Background: an optimization exercise with open tools, aiming at a short achievable clock period and few clock cycles per item. Do not read the settings as production practice.
Only simulation tests tie the RTL to the original design; equivalence was not proved.
Power is estimated from default activity; no workload was simulated.

==> run K: inputs <==
## cache_controller
module cache_controller #(
  parameter int unsigned DATA_WIDTH        = 32,
  parameter int unsigned CACHE_LINES       = 128,
  parameter int unsigned WORD_NUM          = 4,
  parameter int unsigned INDEX_WIDTH       = 7,
  parameter int unsigned WORD_OFFSET_WIDTH = 2,
  parameter int unsigned ADDR_WIDTH        = 32,
  localparam int unsigned TAG_WIDTH = ADDR_WIDTH - INDEX_WIDTH - WORD_OFFSET_WIDTH - 2
) (
  input  logic                         clk,
  input  logic                         rst_n,
  input  logic                         req_valid,
  output logic                         req_ready,
  input  logic                         req_we,
  input  logic [ADDR_WIDTH-1:0]        req_addr,
  input  logic [DATA_WIDTH-1:0]        req_wdata,
  output logic                         resp_valid,
  output logic [DATA_WIDTH-1:0]        resp_rdata,
  output logic [INDEX_WIDTH-1:0]       ram_index,
  output logic [WORD_OFFSET_WIDTH-1:0] ram_offset,
  output logic [DATA_WIDTH-1:0]        ram_wdata,
  output logic                         ram_we,
  input  logic [DATA_WIDTH-1:0]        ram_rdata,
  output logic                         mem_req_valid,
  input  logic                         mem_req_ready,
  output logic                         mem_req_we,
  output logic [ADDR_WIDTH-1:0]        mem_req_addr,
  output logic [DATA_WIDTH-1:0]        mem_req_wdata,
  input  logic                         mem_rvalid,
  input  logic [DATA_WIDTH-1:0]        mem_rdata,
  output logic [31:0]                  stat_hits,
  output logic [31:0]                  stat_misses
);
  localparam int unsigned LineLsb = WORD_OFFSET_WIDTH + 2;
  localparam int unsigned TagLsb  = LineLsb + INDEX_WIDTH;
  localparam int unsigned WA      = ADDR_WIDTH - 2;        
  localparam int unsigned IW      = INDEX_WIDTH;
  localparam int unsigned OW      = WORD_OFFSET_WIDTH;
  localparam int unsigned DW      = DATA_WIDTH;
  ...
clock: 10.0 ns
lec_check: 0
cap_margin: 20
core_margin: 2
core_utilization: 45
slew_margin: 20
standard.sh (not shown) runs the stock make flow with config.mk's settings and CLKGATE_MAP_FILE= SYNTH_SCRIPT=/design/flow/synth_recipe.tcl, a recipe that flattens the netlist after the stock synthesis.
==> flow/flow/run.sh <==
#!/bin/bash
# Standard layout, with timing repair aimed below the clock period: the
# setup margin asks repair_timing for slack that makes the period shorter.
# More post-route antenna repair rounds than the default, if any are needed.
set -euo pipefail
bash standard.sh SETUP_SLACK_MARGIN=6.6 MAX_REPAIR_ANTENNAS_ITER_DRT=10 finish > standard_flow.log 2>&1
==> run P: changes against run K <==
==> flow/design.v (replaced) <==
module cache_controller #(
  parameter int unsigned DATA_WIDTH        = 32,
  parameter int unsigned CACHE_LINES       = 128,
  parameter int unsigned WORD_NUM          = 4,
  parameter int unsigned INDEX_WIDTH       = 7,
  parameter int unsigned WORD_OFFSET_WIDTH = 2,
  parameter int unsigned ADDR_WIDTH        = 32,
  localparam int unsigned TAG_WIDTH = ADDR_WIDTH - INDEX_WIDTH - WORD_OFFSET_WIDTH - 2
) (
  input  logic                         clk,
  input  logic                         rst_n,
  input  logic                         req_valid,
  output logic                         req_ready,
  input  logic                         req_we,
  input  logic [ADDR_WIDTH-1:0]        req_addr,
  input  logic [DATA_WIDTH-1:0]        req_wdata,
  output logic                         resp_valid,
  output logic [DATA_WIDTH-1:0]        resp_rdata,
  output logic [INDEX_WIDTH-1:0]       ram_index,
  output logic [WORD_OFFSET_WIDTH-1:0] ram_offset,
  output logic [DATA_WIDTH-1:0]        ram_wdata,
  output logic                         ram_we,
  input  logic [DATA_WIDTH-1:0]        ram_rdata,
  output logic                         mem_req_valid,
  input  logic                         mem_req_ready,
  output logic                         mem_req_we,
  output logic [ADDR_WIDTH-1:0]        mem_req_addr,
  output logic [DATA_WIDTH-1:0]        mem_req_wdata,
  input  logic                         mem_rvalid,
  input  logic [DATA_WIDTH-1:0]        mem_rdata,
  output logic [31:0]                  stat_hits,
  output logic [31:0]                  stat_misses
);
  localparam int unsigned LineLsb = WORD_OFFSET_WIDTH + 2;
  localparam int unsigned TagLsb  = LineLsb + INDEX_WIDTH;
  localparam int unsigned WA      = ADDR_WIDTH - 2;        
  localparam int unsigned IW      = INDEX_WIDTH;
  localparam int unsigned OW      = WORD_OFFSET_WIDTH;
  localparam int unsigned DW      = DATA_WIDTH;
  localparam int unsigned TW      = TAG_WIDTH;
  localparam int unsigned BQ_D = 16;    
  localparam int unsigned BQ_W = 4;
  localparam int unsigned MQ_D = 4;     
  localparam int unsigned MQ_W = 2;
  localparam int unsigned LB_N = 2;     
  localparam int unsigned LB_W = 1;
  localparam int unsigned CW   = 6;     
  localparam logic [1:0] KRH = 2'd0, KRM = 2'd1, KWH = 2'd2, KWM = 2'd3;
  logic                   rdy_q;
  logic                   a_v, a_we;
  logic [WA-1:0]          a_addr;
  logic [DW-1:0]          a_wd;
  logic [CACHE_LINES-1:0] a_sel;
  logic                   b_v, b_we;
  logic [WA-1:0]          b_addr;
  logic [DW-1:0]          b_wd;
  logic [CACHE_LINES-1:0] b_wen;    
  logic [TW-1:0]          b_rtag;
  logic                   b_rval;
  logic [CACHE_LINES-1:0] valid_q;
  logic [TW-1:0]          tag_mem [CACHE_LINES];
  logic [IW-1:0] a_idx, b_idx;
  logic [TW-1:0] b_tag;
  logic [OW-1:0] b_off;
  logic          b_rd, fwd, hit, mpush;
  logic [1:0]    b_kind;
  logic [TW-1:0] a_rtag;
  logic          a_rval;
  assign a_idx  = a_addr[TagLsb-3:LineLsb-2];
  assign b_idx  = b_addr[TagLsb-3:LineLsb-2];
  assign b_tag  = b_addr[WA-1:TagLsb-2];
  assign b_off  = b_addr[OW-1:0];
  assign b_rd   = b_v && !b_we;
  assign fwd    = b_rd && (b_idx == a_idx);
  assign hit    = b_rval && (b_rtag == b_tag);
  assign mpush  = b_v && (b_we || !hit);
  assign b_kind = {b_we, !hit};
  always_comb begin
    a_rtag = '0;
    a_rval = 1'b0;
    for (int i = 0; i < CACHE_LINES; i++) begin
      a_rtag = a_rtag | (tag_mem[i] & {TW{a_sel[i]}});
      a_rval = a_rval | (valid_q[i] & a_sel[i]);
    end
  end
  always_ff @(posedge clk or negedge rst_n) begin
    if (!rst_n) begin
      a_v <= 1'b0;
      b_v <= 1'b0;
    end else begin
      a_v <= rdy_q && req_valid;
      b_v <= a_v;
    end
  end
  always_ff @(posedge clk) begin
    a_we   <= req_we;
    a_addr <= req_addr[ADDR_WIDTH-1:2];
    a_wd   <= req_wdata;
    for (int i = 0; i < CACHE_LINES; i++)
      a_sel[i] <= (req_addr[TagLsb-1:LineLsb] == IW'(i));
    b_we   <= a_we;
    b_addr <= a_addr;
    b_wd   <= a_wd;
    b_wen  <= a_sel & {CACHE_LINES{a_v && !a_we}};
    b_rtag <= fwd ? b_tag : a_rtag;
    b_rval <= fwd || a_rval;
  end
  always_ff @(posedge clk or negedge rst_n) begin
    if (!rst_n) begin
      valid_q <= '0;
    end else begin
      valid_q <= valid_q | b_wen;
    end
  end
  always_ff @(posedge clk) begin
    for (int i = 0; i < CACHE_LINES; i++)
      if (b_wen[i]) tag_mem[i] <= b_tag;
  end
  logic        hinc_q, minc_q;
  logic [31:0] hits_q, misses_q, hits_n, misses_n;
  always_comb begin
    for (int i = 0; i < 32; i++) begin
      hits_n[i]   = hits_q[i]   ^ (hinc_q && !(&hits_q)   && ((hits_q   | ~({32{1'b1}} >> (32 - i))) == '1));
      misses_n[i] = misses_q[i] ^ (minc_q && !(&misses_q) && ((misses_q | ~({32{1'b1}} >> (32 - i))) == '1));
    end
  end
  always_ff @(posedge clk or negedge rst_n) begin
    if (!rst_n) begin
      hinc_q   <= 1'b0;
      minc_q   <= 1'b0;
      hits_q   <= '0;
      misses_q <= '0;
    end else begin
      hinc_q   <= b_v && hit;
      minc_q   <= b_v && !hit;
      hits_q   <= hits_n;
      misses_q <= misses_n;
    end
  end
  assign stat_hits   = hits_q;
  assign stat_misses = misses_q;
  logic [1:0]      bq_kind [BQ_D];
  logic [IW-1:0]   bq_idx  [BQ_D];
  logic [OW-1:0]   bq_off  [BQ_D];
  logic [DW-1:0]   bq_wd   [BQ_D];
  logic [BQ_W:0]   bq_hd, bq_tl;      
  logic            bq_ne, h_take;
  logic          hv;
  logic [1:0]    hk;
  logic [IW-1:0] hidx;
  logic [OW-1:0] hoff;
  logic [DW-1:0] hwd;
  logic [DW-1:0]       lb_data [LB_N][WORD_NUM];
  logic [WORD_NUM-1:0] lb_wv   [LB_N];
  logic [LB_W:0]       lb_cnt;
  logic [LB_W-1:0]     fill_slot, drain_slot;
  logic [OW-1:0]       fill_k, be_k;
  logic                bt_v;
  logic [DW-1:0]       bt_d;
  logic beat_ok, rm_done, be_pop, h_load;
  assign beat_ok = lb_wv[drain_slot][be_k];
  assign rm_done = hv && (hk == KRM) && beat_ok && (be_k == OW'(WORD_NUM - 1));
  assign be_pop  = hv && ((hk != KRM) || rm_done);
  assign h_load  = !hv || be_pop;
  assign bq_ne   = (bq_hd != bq_tl);
  assign h_take  = h_load && (bq_ne || b_v);
  always_ff @(posedge clk) begin
    if (b_v) begin
      bq_kind[bq_tl[BQ_W-1:0]] <= b_kind;
      bq_idx[bq_tl[BQ_W-1:0]]  <= b_idx;
      bq_off[bq_tl[BQ_W-1:0]]  <= b_off;
      bq_wd[bq_tl[BQ_W-1:0]]   <= b_wd;
    end
    if (h_load) begin
      if (bq_ne) begin
        hk   <= bq_kind[bq_hd[BQ_W-1:0]];
        hidx <= bq_idx[bq_hd[BQ_W-1:0]];
        hoff <= bq_off[bq_hd[BQ_W-1:0]];
        hwd  <= bq_wd[bq_hd[BQ_W-1:0]];
      end else begin
        hk   <= b_kind;
        hidx <= b_idx;
        hoff <= b_off;
        hwd  <= b_wd;
      end
    end
  end
  logic          ram_we_q;
  logic [IW-1:0] ram_idx_q;
  logic [OW-1:0] ram_off_q;
  logic [DW-1:0] ram_wd_q;
  logic          p1_v, p2_v, rs_v;
  logic          p1_ram, p2_ram;
  logic [DW-1:0] p1_d, p2_d, rs_d;
  always_ff @(posedge clk or negedge rst_n) begin
    if (!rst_n) begin
      bq_hd    <= '0;
      bq_tl    <= '0;
      hv       <= 1'b0;
      be_k     <= '0;
      ram_we_q <= 1'b0;
      p1_v     <= 1'b0;
      p2_v     <= 1'b0;
      rs_v     <= 1'b0;
    end else begin
      if (b_v) bq_tl <= bq_tl + 1'b1;
      if (h_take) bq_hd <= bq_hd + 1'b1;
      if (h_load) hv <= bq_ne || b_v;
      if (hv && (hk == KRM) && beat_ok) be_k <= be_k + 1'b1;
      ram_we_q <= hv && ((hk == KWH) || ((hk == KRM) && beat_ok));
      p1_v <= be_pop;
      p2_v <= p1_v;
      rs_v <= p2_v;
    end
  end
  always_ff @(posedge clk) begin
    ram_idx_q <= hidx;
    ram_off_q <= (hk == KRM) ? be_k : hoff;
    ram_wd_q  <= (hk == KRM) ? lb_data[drain_slot][be_k] : hwd;
    p1_ram    <= (hk == KRH);
    p1_d      <= lb_data[drain_slot][hoff];
    p2_ram    <= p1_ram;
    p2_d      <= p1_d;
    rs_d      <= p2_ram ? ram_rdata : p2_d;
  end
  assign ram_we     = ram_we_q;
  assign ram_index  = ram_idx_q;
  assign ram_offset = ram_off_q;
  assign ram_wdata  = ram_wd_q;
  assign resp_valid = rs_v;
  assign resp_rdata = rs_d;
  logic            mq_we   [MQ_D];
  logic [WA-1:0]   mq_addr [MQ_D];
  logic [DW-1:0]   mq_wd   [MQ_D];
  logic [MQ_W:0]   mq_hd, mq_tl;      
  logic            mq_ne;
  logic [WA-1:0]   b_maddr;
  logic          o_v, o_we, mv_q;
  logic [WA-1:0] o_addr;
  logic [DW-1:0] o_wd;
  logic hs, o_load, o_take;
  logic          ov0, ov1, owe0, owe1, mv0, mv1;
  logic [LB_W:0] lbc0, lbc1;
  assign b_maddr = b_we ? b_addr : {b_addr[WA-1:OW], {OW{1'b0}}};
  assign mq_ne   = (mq_hd != mq_tl);
  assign hs      = mv_q && mem_req_ready;
  assign o_load  = !o_v || hs;
  assign o_take  = o_load && (mq_ne || mpush);
  always_comb begin
    lbc0 = lb_cnt - (LB_W+1)'(rm_done);
    lbc1 = lbc0 + (LB_W+1)'(!o_we);
    ov0  = o_v || mq_ne || mpush;
    owe0 = o_v ? o_we : (mq_ne ? mq_we[mq_hd[MQ_W-1:0]] : b_we);
    ov1  = mq_ne || mpush;
    owe1 = mq_ne ? mq_we[mq_hd[MQ_W-1:0]] : b_we;
    mv0  = ov0 && (owe0 || (lbc0 < (LB_W+1)'(LB_N)));
    mv1  = ov1 && (owe1 || (lbc1 < (LB_W+1)'(LB_N)));
  end
  always_ff @(posedge clk) begin
    if (mpush) begin
      mq_we[mq_tl[MQ_W-1:0]]   <= b_we;
      mq_addr[mq_tl[MQ_W-1:0]] <= b_maddr;
      mq_wd[mq_tl[MQ_W-1:0]]   <= b_wd;
    end
    if (o_load) begin
      if (mq_ne) begin
        o_we   <= mq_we[mq_hd[MQ_W-1:0]];
        o_addr <= mq_addr[mq_hd[MQ_W-1:0]];
        o_wd   <= mq_wd[mq_hd[MQ_W-1:0]];
      end else begin
        o_we   <= b_we;
        o_addr <= b_maddr;
        o_wd   <= b_wd;
      end
    end
  end
  always_ff @(posedge clk or negedge rst_n) begin
    if (!rst_n) begin
      mq_hd  <= '0;
      mq_tl  <= '0;
      o_v    <= 1'b0;
      mv_q   <= 1'b0;
      lb_cnt <= '0;
    end else begin
      if (mpush) mq_tl <= mq_tl + 1'b1;
      if (o_take) mq_hd <= mq_hd + 1'b1;
      o_v    <= hs ? ov1 : ov0;
      mv_q   <= hs ? mv1 : mv0;
      lb_cnt <= hs ? lbc1 : lbc0;
    end
  end
  assign mem_req_valid = mv_q;
  assign mem_req_we    = o_we;
  assign mem_req_addr  = {o_addr, 2'b00};
  assign mem_req_wdata = o_wd;
  always_ff @(posedge clk or negedge rst_n) begin
    if (!rst_n) begin
      bt_v       <= 1'b0;
      fill_slot  <= '0;
      fill_k     <= '0;
      drain_slot <= '0;
      for (int s = 0; s < LB_N; s++) lb_wv[s] <= '0;
    end else begin
      bt_v <= mem_rvalid;
      if (bt_v) begin
        lb_wv[fill_slot][fill_k] <= 1'b1;
        fill_k <= fill_k + 1'b1;
        if (fill_k == OW'(WORD_NUM - 1)) fill_slot <= fill_slot + 1'b1;
      end
      if (rm_done) begin
        lb_wv[drain_slot] <= '0;
        drain_slot <= drain_slot + 1'b1;
      end
    end
  end
  always_ff @(posedge clk) begin
    bt_d <= mem_rdata;
    if (bt_v) lb_data[fill_slot][fill_k] <= bt_d;
  end
  logic [CW-1:0] occ, mocc;
  logic          rel_q, hs_q, acc;
  logic          oc_a, oc_n, mo_a, mo_n;
  assign acc = rdy_q && req_valid;
  always_comb begin
    oc_a = be_pop ? (occ <= CW'(BQ_D))     : (occ <= CW'(BQ_D - 1));
    oc_n = be_pop ? (occ <= CW'(BQ_D + 1)) : (occ <= CW'(BQ_D));
    unique case ({rel_q, hs_q})
      2'b00:   begin mo_a = (mocc <= CW'(MQ_D - 1)); mo_n = (mocc <= CW'(MQ_D));     end
      2'b11:   begin mo_a = (mocc <= CW'(MQ_D + 1)); mo_n = (mocc <= CW'(MQ_D + 2)); end
      default: begin mo_a = (mocc <= CW'(MQ_D));     mo_n = (mocc <= CW'(MQ_D + 1)); end
    endcase
  end
  always_ff @(posedge clk or negedge rst_n) begin
    if (!rst_n) begin
      occ   <= '0;
      mocc  <= '0;
      rel_q <= 1'b0;
      hs_q  <= 1'b0;
      rdy_q <= 1'b0;
    end else begin
      rel_q <= b_rd && hit;
      hs_q  <= hs;
      occ   <= occ + CW'(acc) - CW'(be_pop);
      mocc  <= mocc + CW'(acc) - CW'(rel_q) - CW'(hs_q);
      rdy_q <= acc ? (oc_a && mo_a) : (oc_n && mo_n);
    end
  end
  assign req_ready = rdy_q;
endmodule
CORE_UTILIZATION = 55   (was 45)
==> run B: changes against run K <==
--- a/flow/design.v
+++ b/flow/design.v
@@ -276,15 +276,15 @@
     e1_wd   = mq_ne1 ? mq_wd[mq_hd1[MQ_W-1:0]] : b_wd;
     lbc0    = lb_cnt - (LB_W+1)'(rm_done);
     lbc1    = lbc0 + (LB_W+1)'(!hd_we);
     mv0     = e0_v && (e0_we || (lbc0 < (LB_W+1)'(LB_N)));
     mv1     = e1_v && (e1_we || (lbc1 < (LB_W+1)'(LB_N)));
   end
   always_ff @(posedge clk) begin
-    if (b_v) begin
+    if (mpush) begin
       mq_we[mq_tl[MQ_W-1:0]]   <= b_we;
       mq_addr[mq_tl[MQ_W-1:0]] <= b_maddr;
       mq_wd[mq_tl[MQ_W-1:0]]   <= b_wd;
     end
   end
   always_ff @(posedge clk or negedge rst_n) begin
     if (!rst_n) begin
==> comparison <==
- In sequential power, run B and run K hardly differ.
- Maximum frequency: run P is smaller than run B (about 1.8%).
- In run K the via count is smaller than in run B, by 2.1%.
- In run P the area after synthesis is lower than in run K, by 9.4%.
- Combinational power: run B is higher than run K (about 7%).
- Clock skew, highest first: run P, run B, run K.
- Setup slack: run K > run B > run P.
- The lowest synthesized cell count belongs to run P, the highest to run B.
- Critical path depth, highest first: run B, run P, run K.
Testbench counts of run K, summed over its fixed seeds: cycles 190,917, items 64,000.
Testbench counts of run P, summed over its fixed seeds: cycles 190,834, items 64,000.
Testbench counts of run B, summed over its fixed seeds: cycles 190,917, items 64,000.

-- re-timing with driven ports --
The flow's constraints put no driver on any port. The routed layouts listed below were extracted and timed again, unchanged, in two steps. Step 1: set_driving_cell puts a clkbuf_16 on clk and a buf_2 on each other input, an assumption about the parent block. Step 2, shift: input delay + t, output delay - t, t = (earliest + latest rising clock arrival at the registers) / 2. This alone moves slack from input paths to output paths. Three values: ideal, step 1, step 2; two values: the first two.
run | t (ns) | slack for setup (ns) | hold WS [ns] | clock arrival spread, ns | slew at the worst register clock pin (ns)
run K | 1.135 | 6.427 / 6.313 / 5.323 | 0.317 / 0.317 / 0.317 | 0.082 / 0.081 | 0.06 / 0.06
run P | 1.142 | 6.254 / 6.233 / 5.608 | 0.320 / 0.320 / 0.320 | 0.148 / 0.148 | 0.07 / 0.07
run B | 1.150 | 6.322 / 6.285 / 5.502 | 0.309 / 0.309 / 0.309 | 0.090 / 0.090 | 0.07 / 0.07
After both steps setup and hold are still met in every run listed. For run K, which loses most, drivers alone change the setup slack by -0.114 ns; drivers and shift together by -1.104 ns.
